Source: an optimization exercise on an open RTL-to-GDS flow (aim: small area). Production flows keep margins and buffers that such runs may drop. Only simulation tests tie the RTL to the original design; equivalence was not proved. Power figures rest on the tool's default switching activity, not on a simulated workload.

lane 1:
## matrix_alu_responder
module matrix_alu_responder #(
  parameter int DATA_W     = 16,
  parameter int NREG       = 8,
  parameter int MUL_CYCLES = 4
) (
  input  logic                  clk,
  input  logic                  reset,
  input  logic                  n_alu_enable,
  input  logic [2:0]            op_select,
  input  logic [2:0]            alu_address,
  input  logic [4*DATA_W-1:0]   data_in,
  output logic [4*DATA_W-1:0]   data_out,
  output logic                  data_valid,
  output logic                  busy,
  output logic                  done,
  output logic                  cmd_err
);
Settings: LEC_CHECK=0, CAP_MARGIN=20, CORE_MARGIN=2, CORE_UTILIZATION=40, SLEW_MARGIN=20; clock period 12.0 ns.
run.sh (not shown) runs the stock make flow with config.mk's settings and CLKGATE_MAP_FILE= SYNTH_SCRIPT=/design/flow/synth_recipe.tcl, a recipe that flattens the netlist after the stock synthesis.
Modified inputs, lane 2 compared to lane 1
- putting CTS_BUF_LIST at sky130_fd_sc_hd__clkbuf_8 where nothing was set
- swapping 40 for 60 in CORE_UTILIZATION
[summary]
Final cell area: lane 2 below lane 1. Lane 2 reached the final stage; the timing, DRC and antenna checks on its layout passed. Per the comparison of lane 2 with lane 1, final worst hold slack went down 0.0040 ns; final period demand of the worst path has remained practically unchanged; number of iterations in the first detailed-routing pass fell 2. [lane 2] number of non-filler instances in the completed layout fell 322 relative to lane 1. In the tables for lane 2 and lane 1, pin count of the biggest net entering global routing reads lower with lane 2. In the tables for lane 2 and lane 1, vertical die dimension reads higher with lane 1. Comparing lane 2 and lane 1, the higher final wirelength is on lane 1.

========
Setup of delta:
matrix_alu_responder, a different RTL version from the one above (not shown whole).
For scale: roughly 2,100 cells after synthesis, roughly 560 flip-flops, about 29,000 µm² of cells after synthesis.
clock: 12.0 ns
lec_check: 0
cap_margin: 20
core_margin: 2
core_utilization: 70
slew_margin: 20
standard.sh (not shown) runs the stock make flow with config.mk's settings and CLKGATE_MAP_FILE= SYNTH_SCRIPT=/design/flow/synth_recipe.tcl, a recipe that flattens the netlist after the stock synthesis.
==> flow/flow/run.sh <==
#!/bin/bash
# The standard layout (standard.sh, ORFS) with these changes:
#  1. Yosys's generic `abc -fast` inside `synth` is skipped (SYNTH_ARGS=-noabc),
#     so extract_fa sees the RTL's full adders as written and maps them to
#     fa/ha cells without inverters between them.
#  2. The cell mapping runs an area-oriented ABC script (flow/abc_area.script: repeated
#     choice computation and area-only mapping with area recovery,
#     selected with ABC_AREA=1) instead of the delay-oriented default.
#  4. Port buffers are the smallest buffer, sky130_fd_sc_hd__buf_1; every
#     input and output port still gets its own buffer.
#  5. Half-adder cells are not used (added to DONT_USE_CELLS in a config that
#     includes the standard flow's config.mk): extract_fa then maps only full adders and
#     does not turn address and counter decode logic into half adders.
# Registers, their names and cell types are those of the standard synthesis.
set -euo pipefail
W="$(cd "$(dirname "$0")/.." && pwd)"
cd "$W"
rm -rf "$W/scripts_area"
cp -r "$FLOW_HOME/scripts" "$W/scripts_area"
cp "$W/flow/abc_area.script" "$W/scripts_area/abc_area.script"
export SCRIPTS_DIR="$W/scripts_area"
export SYNTH_ARGS="-noabc"
export ABC_AREA=1
export CTS_ARGS="-sink_clustering_enable -repair_clock_nets -dont_use_dummy_load -sink_clustering_size 16 -sink_clustering_max_diameter 60 -buf_list sky130_fd_sc_hd__clkbuf_8"
export BUFFER_PORTS_ARGS="-buffer_cell sky130_fd_sc_hd__buf_1"
printf 'include %s/config.mk\nexport DONT_USE_CELLS = sky130_fd_sc_hd__ha_1 sky130_fd_sc_hd__ha_2 sky130_fd_sc_hd__ha_4\n' "$W" > "$W/config_area.mk"
sed "s|DESIGN_CONFIG=[^ ]*|DESIGN_CONFIG=$W/config_area.mk|" "$W/standard.sh" > "$W/standard_area.sh"
bash "$W/standard_area.sh" > "$W/flow_make.log" 2>&1
==> flow/flow/abc_area.script <==
strash
dch -f
&get -n
&st
&dch -f
&nf -a -R 1000
&st
&dch -f
&nf -a -R 1000
&put
topo
Changes in alpha relative to delta:
--- a/flow/flow/run.sh
+++ b/flow/flow/run.sh
@@ -12,4 +12,6 @@
 #     includes the standard flow's config.mk): extract_fa then maps only full adders and
 #     does not turn address and counter decode logic into half adders.
+#  6. After global routing, repair_timing -recover_power 100 (ORFS's
+#     RECOVER_POWER) downsizes cells on paths that have slack to spare.
 # Registers, their names and cell types are those of the standard synthesis.
 set -euo pipefail
@@ -24,4 +26,5 @@
 export CTS_ARGS="-sink_clustering_enable -repair_clock_nets -dont_use_dummy_load -sink_clustering_size 16 -sink_clustering_max_diameter 60 -buf_list sky130_fd_sc_hd__clkbuf_8"
 export BUFFER_PORTS_ARGS="-buffer_cell sky130_fd_sc_hd__buf_1"
+export RECOVER_POWER=100
 printf 'include %s/config.mk\nexport DONT_USE_CELLS = sky130_fd_sc_hd__ha_1 sky130_fd_sc_hd__ha_2 sky130_fd_sc_hd__ha_4\n' "$W" > "$W/config_area.mk"
 sed "s|DESIGN_CONFIG=[^ ]*|DESIGN_CONFIG=$W/config_area.mk|" "$W/standard.sh" > "$W/standard_area.sh"
## What came out
[alpha] flow finished | final checks: failed | reasons: max-capacitance violations, max-slew violations
alpha ended up with met5 as its uppermost layer routed; delta ended up with met4.
Compared with delta, in alpha detailed-route vias per instance saw little to no change, power density over the cells saw an increase, worst setup slack saw a decrease.
alpha -> delta: vias after detailed routing flat
From alpha to delta, register area share after synthesis did not move at all.
[compare] base=delta new=alpha: internal power summed over all cells did not really move, switching component of the power did not really move, final core area utilization went down.

========
the previous run:
matrix_alu_responder, a different RTL version from the one above (not shown whole).
For scale: roughly 2100 cells after synthesis, about 140 I/O pins, about 29000 um2 of cells after synthesis.
// matrix_alu_responder
module matrix_alu_responder #(
  parameter int DATA_W     = 16,
  parameter int NREG       = 8,
  parameter int MUL_CYCLES = 4
) (
  input  logic                  clk,
  input  logic                  reset,
  input  logic                  n_alu_enable,
  input  logic [2:0]            op_select,
  input  logic [2:0]            alu_address,
  input  logic [4*DATA_W-1:0]   data_in,
  output logic [4*DATA_W-1:0]   data_out,
  output logic                  data_valid,
  output logic                  busy,
  output logic                  done,
  output logic                  cmd_err
);
clock: 12.0 ns
lec_check: 0
cap_margin: 20
core_margin: 2
core_utilization: 80
slew_margin: 20
==> flow/flow/run.sh <==
#!/bin/bash
# The standard layout (standard.sh, ORFS) with these changes:
#  1. Yosys's generic `abc -fast` inside `synth` is skipped (SYNTH_ARGS=-noabc),
#     so extract_fa sees the RTL's full adders as written and maps them to
#     fa/ha cells without inverters between them.
#  2. The cell mapping runs an area-oriented ABC script (flow/abc_area.script: repeated
#     choice computation and area-only mapping with area recovery,
#     selected with ABC_AREA=1) instead of the delay-oriented default.
#  4. Port buffers are the smallest buffer, sky130_fd_sc_hd__buf_1; every
#     input and output port still gets its own buffer.
#  5. Half-adder cells are not used (added to DONT_USE_CELLS in a config that
#     includes the standard flow's config.mk): extract_fa then maps only full adders and
#     does not turn address and counter decode logic into half adders.
# Registers, their names and cell types are those of the standard synthesis.
set -euo pipefail
W="$(cd "$(dirname "$0")/.." && pwd)"
cd "$W"
rm -rf "$W/scripts_area"
cp -r "$FLOW_HOME/scripts" "$W/scripts_area"
cp "$W/flow/abc_area.script" "$W/scripts_area/abc_area.script"
export SCRIPTS_DIR="$W/scripts_area"
export SYNTH_ARGS="-noabc"
export ABC_AREA=1
export CTS_ARGS="-sink_clustering_enable -repair_clock_nets -dont_use_dummy_load -sink_clustering_size 16 -sink_clustering_max_diameter 60 -buf_list sky130_fd_sc_hd__clkbuf_8"
export BUFFER_PORTS_ARGS="-buffer_cell sky130_fd_sc_hd__buf_1"
printf 'include %s/config.mk\nexport DONT_USE_CELLS = sky130_fd_sc_hd__ha_1 sky130_fd_sc_hd__ha_2 sky130_fd_sc_hd__ha_4\n' "$W" > "$W/config_area.mk"
sed "s|DESIGN_CONFIG=[^ ]*|DESIGN_CONFIG=$W/config_area.mk|" "$W/standard.sh" > "$W/standard_area.sh"
bash "$W/standard_area.sh" > "$W/flow_make.log" 2>&1
Scripts as last shown in full above: flow/flow/abc_area.script
Per the final summary, the previous run finished and its layout is clean on timing, DRC and antenna.
Inputs modified between the previous run and the current run:
- CORE_UTILIZATION: 80 -> 70
==> results.txt <==
Of the current run and the previous run, it is the current run that has the lower worst-case setup slack after placement.
Relative to the previous run, final period utilization has gone down in the current run.
Re non-clock buffer count: the previous run and the current run aren't equal, and the higher value belongs to the current run.

## port drivers added, routing unchanged
The flow's constraints put no driver on any port. The routed layouts listed below were extracted and timed again, unchanged, in two steps. Step 1 assumes that a clkbuf_16 drives the clock port and a buf_2 every other input. Step 2 also shifts input and output timing later by t, the mid clock arrival at the registers, as if the neighbouring blocks saw the same clock. Slacks: ideal ports / drivers / drivers and shift; pairs: ideal ports / drivers.
run | shift t [ns] | setup slack, ns | worst setup path after step 2 | clock arrival spread, ns
lane 1 | 0.677 | 1.293 / 1.293 / 1.293 | register to register | 0.026 / 0.025
lane 2 | 0.748 | 1.294 / 1.294 / 1.294 | register to register | 0.045 / 0.045
delta | 0.717 | 0.993 / 1.008 / 0.291 | input to register | 0.090 / 0.090
alpha | 0.712 | 0.733 / 0.688 / 0.064 | input to register | 0.086 / 0.086
the previous run | 0.715 | 0.992 / 0.950 / 0.235 | input to register | 0.049 / 0.050
the current run | 0.718 | 1.257 / 1.261 / 0.544 | input to register | 0.094 / 0.093
For the previous run, which loses most, drivers alone change the setup slack by -0.042 ns; drivers and shift together by -0.757 ns.
